Context: an optimization exercise on an open-source flow, tuned for small area, a short achievable clock period and few clock cycles per item. The choices shown serve that exercise and are no tape-out recipe. Function was checked by simulation only, so behaviour that the tests miss may differ from the original. No activity file was given, so power comes from the tool's default toggle rates.

==> flow/design.v (excerpt) <==
module matrix_op_engine #(
  parameter int DW      = 32,
  parameter int AW      = 8,
  parameter int MAX_DIM = 5,
  parameter int A_BASE  = 0,
  parameter int B_BASE  = 32,
  parameter int C_BASE  = 64
) (
  input  logic                clk,
  input  logic                rst_n,
  input  logic                start,
  input  logic [2:0]          op,
  input  logic [DW-1:0]       scalar,
  output logic                busy,
  output logic                done,
  output logic                err,
  output logic [31:0]         cycle_cnt,
  output logic                mem_we,
  output logic [AW-1:0]       mem_addr,
  output logic [DW-1:0]       mem_wdata,
  input  logic [DW-1:0]       mem_rdata
);
Size: ~2900 cells after synthesis, roughly 330 flip-flops, ~27000 um^2 of cells after synthesis.
Settings: LEC_CHECK=0, CAP_MARGIN=20, CORE_MARGIN=2, CORE_UTILIZATION=60, SETUP_SLACK_MARGIN=5, SLEW_MARGIN=20; clock period 10.0 ns.
standard.sh (not shown) runs the stock make flow with config.mk's settings and CLKGATE_MAP_FILE= SYNTH_SCRIPT=/design/flow/synth_recipe.tcl, a recipe that flattens the netlist after the stock synthesis.
==> flow/flow/run.sh <==
#!/bin/bash
bash standard.sh SETUP_SLACK_MARGIN=6.0 "BUFFER_PORTS_ARGS=-buffer_cell sky130_fd_sc_hd__buf_2" \
  "CTS_ARGS=-sink_clustering_enable -repair_clock_nets -dont_use_dummy_load -buf_list sky130_fd_sc_hd__clkbuf_8 -sink_clustering_size 16 -sink_clustering_max_diameter 100" \
  finish > standard.log 2>&1
The first run produced a clean layout.
Testbench counts at the start, summed over its fixed seeds: cycles 17,889, ops 480.
Rerun with:
==> flow/flow/run.sh (replaced) <==
#!/bin/bash
bash standard.sh SETUP_SLACK_MARGIN=6.0 "BUFFER_PORTS_ARGS=-buffer_cell sky130_fd_sc_hd__buf_1" \
  "CTS_ARGS=-sink_clustering_enable -repair_clock_nets -dont_use_dummy_load -buf_list sky130_fd_sc_hd__clkbuf_8 -sink_clustering_size 16 -sink_clustering_max_diameter 100" \
  finish > standard.log 2>&1
Settings changed: CORE_UTILIZATION 60 to 70.
After rerunning: Count of clock-buffer cells in the layout came out lower by 1; maximum frequency came out lower by 0.76%; via count came out higher by 2.6%; routed wire length came out lower by 1.1%; setup slack gets worse by 0.030 ns; sequential share of layout area came out higher by 0.26 points.


Another version of the RTL of matrix_op_engine (not shown whole).
Size: ~2900 cells after synthesis, about 330 flip-flops, about 27000 µm² of cells after synthesis.
==> flow/config.mk <==
export PLATFORM = sky130hd
export DESIGN_NAME = matrix_op_engine
export DESIGN_NICKNAME = matrix_op_engine
export VERILOG_FILES = /design/flow/design.v
export SDC_FILE = /design/flow/constraint.sdc
export NUM_CORES = 4
export LEC_CHECK = 0
export CAP_MARGIN = 20
export CORE_MARGIN = 2
export CORE_UTILIZATION = 65
export SETUP_SLACK_MARGIN = 5
export SLEW_MARGIN = 20
==> flow/constraint.sdc <==
create_clock -name core_clock -period 10.0 [get_ports {clk}]
set_input_delay 2.0000 -clock core_clock [delete_from_list [all_inputs] [get_ports {clk}]]
set_output_delay 2.0000 -clock core_clock [all_outputs]
set_load 0.01 [all_outputs]
==> flow/flow/run.sh <==
#!/bin/bash
bash standard.sh SETUP_SLACK_MARGIN=6.0 "BUFFER_PORTS_ARGS=-buffer_cell sky130_fd_sc_hd__buf_2" \
  "CTS_ARGS=-sink_clustering_enable -repair_clock_nets -dont_use_dummy_load -buf_list sky130_fd_sc_hd__clkbuf_8 -sink_clustering_size 16 -sink_clustering_max_diameter 100" \
  finish > standard.log 2>&1
Testbench counts at the start, summed over its fixed seeds: cycles 18,075, ops 480.
==> next run, changes <==
==> flow/flow/run.sh (replaced) <==
#!/bin/bash
bash standard.sh SETUP_SLACK_MARGIN=6.0 finish > standard.log 2>&1
CORE_UTILIZATION = 40   (was 65)
- synthesized cell count is unchanged
- hold slack loses 0.024 ns
- die area rose by well over a third
- setup slack improved by 0.013 ns
- synthesized area is unchanged
- global-route usage came out lower by 12 points
- utilization went down by 24 points
- design area goes up by a little under a tenth
- clock power climbs by well over a third
- sequential share of layout area came out lower by 1.8 points
- wire length rises by a little under a tenth
==> next run, changes <==
==> flow/flow/run.sh (replaced) <==
#!/bin/bash
bash standard.sh SETUP_SLACK_MARGIN=5.75 "BUFFER_PORTS_ARGS=-buffer_cell sky130_fd_sc_hd__buf_2" \
  "CTS_ARGS=-sink_clustering_enable -repair_clock_nets -dont_use_dummy_load -buf_list sky130_fd_sc_hd__clkbuf_8 -sink_clustering_size 16 -sink_clustering_max_diameter 100" \
  finish > standard.log 2>&1
CORE_UTILIZATION = 65   (was 40)
Die area came out lower by 38%.
Non-clock buffer count came out lower by 20.
Wire length came out lower by 9.4%.
Final cell count came out lower by 11%.
Cell area came out lower by 7.7%.
Count of clock-buffer cells in the layout came out lower by 21.
Setup slack degrades by 0.21 ns.
==> next run, changes <==
==> flow/flow/run.sh (replaced) <==
#!/bin/bash
bash standard.sh SETUP_SLACK_MARGIN=6.5 "BUFFER_PORTS_ARGS=-buffer_cell sky130_fd_sc_hd__buf_2" finish > standard.log 2>&1
- The changed run went through all stages and came out clean
- via count increases by a few percent
- non-clock buffer count increases by 46
- power increases by about a fifth
- register-to-register slack gets better by 0.24 ns
==> next run, changes <==
==> flow/flow/run.sh (replaced) <==
#!/bin/bash
bash standard.sh SETUP_SLACK_MARGIN=6.0 "BUFFER_PORTS_ARGS=-buffer_cell sky130_fd_sc_hd__buf_2" \
  "CTS_ARGS=-sink_clustering_enable -repair_clock_nets -dont_use_dummy_load -buf_list sky130_fd_sc_hd__clkbuf_8 -sink_clustering_size 16 -sink_clustering_max_diameter 100" \
  finish > standard.log 2>&1
CAP_MARGIN = 5   (was 20)
SLEW_MARGIN = 5   (was 20)
Combinational power falls by 8.3%.
Final area drops by 7.1%.
Maximum frequency shrinks by 1.3%.
Core utilization drops by 5.3 points.
Setup slack is worse by 0.051 ns.
Power is lower by 17%.
Sequential power went down by about 3%.
Global-route usage went down by 2.2 points.
Non-clock buffer count shrinks by 37.
Routed wire length goes down by 4.5%.


== old ==
matrix_op_engine, a different RTL version from the one above (not shown whole).
For scale: ~330 flip-flops.
clock: 10.0 ns
lec_check: 0
cap_margin: 20
core_margin: 2
core_utilization: 40
setup_slack_margin: 5
slew_margin: 20
run.sh (not shown) runs the stock make flow with config.mk's settings and CLKGATE_MAP_FILE= SYNTH_SCRIPT=/design/flow/synth_recipe.tcl, a recipe that flattens the netlist after the stock synthesis.
Stock flow here: none of the scripts above is used.
Testbench counts of old, summed over its fixed seeds: cycles 18,075, ops 480.
The following lists how new was set up differently from old:
==> flow/flow/run.sh (new file) <==
#!/bin/bash
# Standard layout (the standard.sh) with the repair aiming further below the clock period.
bash standard.sh SETUP_SLACK_MARGIN=5.5 finish > standard.log 2>&1
==> flow/standard.sh (new file) <==
#!/bin/bash
# synth_recipe.tcl (not shown) runs the flow's synth.tcl, then flattens the netlist and writes it again
# the make line also repeats each setting of config.mk as NAME=value (left out here)
make -C /OpenROAD-flow-scripts/flow DESIGN_CONFIG=/design/flow/config.mk WORK_HOME=/design/flow/orfs CLKGATE_MAP_FILE= SYNTH_SCRIPT=/design/flow/synth_recipe.tcl "${@:-finish}"
removed: flow/run.sh
[summary]
- In terms of fraction of power spent switching nets, new and old differ only marginally.
- new ended up with a lower time the worst path needs with I/O delays and setup than old did.
- Going from old to new, the relative contribution of sequential cells to total power was found to have gone down by 0.3 points.
- Diff old -> new: hold slack did not really move; setup slack of the critical path after layout went up by 320 ps; max-slew violation total from the final report roughly the same.


RTL: one of the versions met above, not the one the previous note started from.
Size in the first run: about 2900 cells after synthesis, about 330 flip-flops, ~150 I/O pins.
## matrix_op_engine
module matrix_op_engine #(
  parameter int DW      = 32,
  parameter int AW      = 8,
  parameter int MAX_DIM = 5,
  parameter int A_BASE  = 0,
  parameter int B_BASE  = 32,
  parameter int C_BASE  = 64
) (
  input  logic                clk,
  input  logic                rst_n,
  input  logic                start,
  input  logic [2:0]          op,
  input  logic [DW-1:0]       scalar,
  output logic                busy,
  output logic                done,
  output logic                err,
  output logic [31:0]         cycle_cnt,
  output logic                mem_we,
  output logic [AW-1:0]       mem_addr,
  output logic [DW-1:0]       mem_wdata,
  input  logic [DW-1:0]       mem_rdata
);
  localparam logic [2:0] OP_TRANS  = 3'd0;
  localparam logic [2:0] OP_ADD    = 3'd1;
  localparam logic [2:0] OP_SCALAR = 3'd2;
  localparam logic [2:0] OP_MULT   = 3'd3;
  localparam logic [2:0] OP_CONV   = 3'd4;
  localparam int CW = 9;    
  logic          busy_q, done_q, err_q, fin_q;
  logic          is_tr_q, is_add_q, is_sc_q, is_mu_q, is_cv_q;    
  logic [CW-1:0] run_q, cnt_q;
  logic          mem_we_q;
  logic [AW-1:0] mem_addr_q;
  logic [1:0]    hreq_q;           
  logic          hdr_v_q;          
  logic [1:0]    hdr_k_q;          
  logic [2:0]    am_q, an_q, bm_q, bn_q;
  logic          amok_q, aok_q, pok_q, legal_q;   
  logic          known_q;          
  logic [4:0]    e_q;              
  logic [2:0]    i_q, j_q, u_q, v_q;   
  logic [2:0]    ar_q, ac_q;       
  logic          h_q;              
  logic          adv_q;            
  logic          rdone_q;          
  logic          rlast_q;          
  logic [4:0]    widx_q;           
  ...
Settings: LEC_CHECK=0, CAP_MARGIN=20, CORE_MARGIN=2, CORE_UTILIZATION=65, PLACE_DENSITY=0.75, SETUP_SLACK_MARGIN=5, SLEW_MARGIN=20; clock period 10.0 ns.
standard.sh (not shown) runs the stock make flow with config.mk's settings and CLKGATE_MAP_FILE= SYNTH_SCRIPT=/design/flow/synth_recipe.tcl, a recipe that flattens the netlist after the stock synthesis.
==> flow/flow/run.sh <==
#!/bin/bash
bash standard.sh SETUP_SLACK_MARGIN=6.0 "BUFFER_PORTS_ARGS=-buffer_cell sky130_fd_sc_hd__buf_2" \
  "CTS_ARGS=-sink_clustering_enable -repair_clock_nets -dont_use_dummy_load -buf_list sky130_fd_sc_hd__clkbuf_8 -sink_clustering_size 16 -sink_clustering_max_diameter 100" \
  finish > standard.log 2>&1
The baseline completed with no timing, DRC or antenna violations.
Testbench counts at the start, summed over its fixed seeds: cycles 18,075, ops 480.
Change:
==> flow/flow/run.sh (replaced) <==
#!/bin/bash
bash standard.sh SETUP_SLACK_MARGIN=7.0 "BUFFER_PORTS_ARGS=-buffer_cell sky130_fd_sc_hd__buf_2" finish > standard.log 2>&1
PLACE_DENSITY = not set   (was 0.75)
The changed run produced a clean layout.
Worst setup slack improves by 0.10 ns.
Routed wire length grows by 9.8%.
Utilization grows by 9.2 points.
First-iteration DRC count grows by 29%.
Combinational power grows by 29%.
Final area grows by 13%.
Change:
==> flow/flow/run.sh (replaced) <==
#!/bin/bash
bash standard.sh SETUP_SLACK_MARGIN=6.0 "BUFFER_PORTS_ARGS=-buffer_cell sky130_fd_sc_hd__buf_2" \
  "CTS_ARGS=-sink_clustering_enable -repair_clock_nets -dont_use_dummy_load -buf_list sky130_fd_sc_hd__clkbuf_16 -sink_clustering_size 30 -sink_clustering_max_diameter 150" \
  finish > standard.log 2>&1
Sequential cell count stays the same. Power shrinks by about a fifth. Hold slack is better by 0.011 ns. Global-route usage is lower by 2.1 points. Via count falls by a few percent. Sequential share of layout area goes up by 2.8 points. First-iteration DRC count is lower by a quarter to a third. Final area came out lower by roughly a tenth.
Change:
==> flow/flow/run.sh (replaced) <==
#!/bin/bash
bash standard.sh SETUP_SLACK_MARGIN=6.0 "BUFFER_PORTS_ARGS=-buffer_cell sky130_fd_sc_hd__buf_1" \
  "CTS_ARGS=-sink_clustering_enable -repair_clock_nets -dont_use_dummy_load -buf_list sky130_fd_sc_hd__clkbuf_8 -sink_clustering_size 16 -sink_clustering_max_diameter 100" \
  finish > standard.log 2>&1
CORE_UTILIZATION = 80   (was 65)
The new run ran to the end with no violations.
Design area fell by 0.54%.
Count of clock-buffer cells in the layout rose by 10.
Die area fell by 18%.
Routed wire length rose by 8.4%.
Global-route usage rose by 9.3 points.
Area after synthesis does not change.
Final cell count fell by 2.3%.
Power rose by 1.8%.


matrix_op_engine again, from the RTL that the note above started with.
clock: 10.0 ns
lec_check: 0
cap_margin: 20
core_margin: 2
core_utilization: 65
setup_slack_margin: 5
slew_margin: 20
==> flow/flow/run.sh <==
#!/bin/bash
# Standard layout (the standard.sh), with:
# - synthesis by flow/synth_noabc.tcl: synth_recipe.tcl without Yosys's generic ABC pass;
# - plain buffers (not delay cells) on the ports;
# - a clock tree of fewer, smaller buffers without dummy loads.
# Full tool output goes to standard.log.
here=$(cd "$(dirname "$0")" && pwd)
bash standard.sh "SYNTH_SCRIPT=$here/synth_noabc.tcl" SETUP_SLACK_MARGIN=6.0 \
  "BUFFER_PORTS_ARGS=-buffer_cell sky130_fd_sc_hd__buf_2" \
  "CTS_ARGS=-sink_clustering_enable -repair_clock_nets -dont_use_dummy_load -buf_list sky130_fd_sc_hd__clkbuf_8 -sink_clustering_size 16 -sink_clustering_max_diameter 100" \
  finish > standard.log 2>&1
==> flow/flow/synth_noabc.tcl <==
# The standard flow's synthesis script (synth_recipe.tcl) with one change: Yosys's synth runs without its
# internal generic ABC pass, so that the full adders written in the RTL are extracted as
# they are written (the final technology mapping with ABC still runs in synth.tcl).
proc synth {args} { yosys synth -nofsm -noshare -noabc {*}$args }
source $::env(SCRIPTS_DIR)/synth.tcl
# left out here: clear keep_hierarchy, flatten, clean up, hide names made inside functions, write 1_2_yosys.v
Testbench counts at the start, summed over its fixed seeds: cycles 18,075, ops 480.
Edit:
==> flow/flow/run.sh (replaced) <==
#!/bin/bash
bash standard.sh SETUP_SLACK_MARGIN=6.25 "BUFFER_PORTS_ARGS=-buffer_cell sky130_fd_sc_hd__buf_2" \
  "CTS_ARGS=-sink_clustering_enable -repair_clock_nets -dont_use_dummy_load -buf_list sky130_fd_sc_hd__clkbuf_8 -sink_clustering_size 16 -sink_clustering_max_diameter 100" \
  finish > standard.log 2>&1
removed: flow/flow/synth_noabc.tcl
What happened: Routed wire length is higher by a few percent; global-route usage is higher by 0.49 points; combinational power is higher by about a fifth; setup slack gets better by 46 ps; via count is higher by a little under a tenth; utilization is higher by 1.5 points; worst hold slack gets better by 7.1 ps; die area is higher slightly; total power is higher by about a fifth; sequential power is higher by roughly a tenth.

[static timing again, ports no longer ideal]
No port has a modelled driver above. Below, the same layouts with a new extraction and two added sets of constraints.
Step 1 (the two cells are an assumption about what drives the block):
set clk [get_ports {clk}]
set_driving_cell -lib_cell sky130_fd_sc_hd__clkbuf_16 $clk
set_driving_cell -lib_cell sky130_fd_sc_hd__buf_2 [delete_from_list [all_inputs] $clk]
Step 2 moves the port delays by t, midway between the first and last clock arrival at a register: inputs arrive t later, outputs are due t later. That takes back most of the time a late clock gives input paths.
a / b / c = ideal / step 1 / step 2; a / b = the first two.
run | t, ns | setup slack, ns | clock arrival spread, ns | slew at the worst register clock pin (ns)
the first run of note 1 | 0.672 | 6.075 / 6.075 / 6.075 | 0.096 / 0.095 | 0.11 / 0.11
the second run of note 1 | 0.675 | 6.045 / 6.045 / 5.866 | 0.076 / 0.076 | 0.11 / 0.11
the first run of note 2 | 0.685 | 6.086 / 6.086 / 5.922 | 0.052 / 0.052 | 0.11 / 0.11
the second run of note 2 | 0.633 | 6.099 / 6.099 / 5.598 | 0.027 / 0.027 | 0.07 / 0.07
the third run of note 2 | 0.700 | 5.889 / 5.889 / 5.889 | 0.087 / 0.088 | 0.12 / 0.12
the fourth run of note 2 | 0.641 | 6.129 / 6.129 / 6.129 | 0.017 / 0.017 | 0.07 / 0.07
the fifth run of note 2 | 0.684 | 6.078 / 6.078 / 5.897 | 0.064 / 0.064 | 0.11 / 0.11
old | 0.641 | 5.309 / 5.309 / 5.309 | 0.049 / 0.050 | 0.07 / 0.07
new | 0.639 | 5.634 / 5.634 / 5.307 | 0.045 / 0.045 | 0.07 / 0.07
the first run of note 4 | 0.694 | 6.039 / 6.039 / 6.039 | 0.079 / 0.079 | 0.12 / 0.12
the second run of note 4 | 0.625 | 6.143 / 6.143 / 6.143 | 0.032 / 0.031 | 0.07 / 0.07
the third run of note 4 | 0.585 | 6.077 / 6.077 / 5.977 | 0.060 / 0.060 | 0.12 / 0.12
the fourth run of note 4 | 0.664 | 5.761 / 5.761 / 5.761 | 0.080 / 0.080 | 0.12 / 0.12
the first run of note 5 | 0.673 | 6.056 / 6.056 / 6.056 | 0.060 / 0.060 | 0.12 / 0.12
the second run of note 5 | 0.684 | 6.101 / 6.101 / 6.101 | 0.065 / 0.065 | 0.11 / 0.11
After both steps setup and hold are still met in every run listed. For the second run of note 2, which loses most, drivers alone change the setup slack by 0.000 ns; drivers and shift together by -0.501 ns.
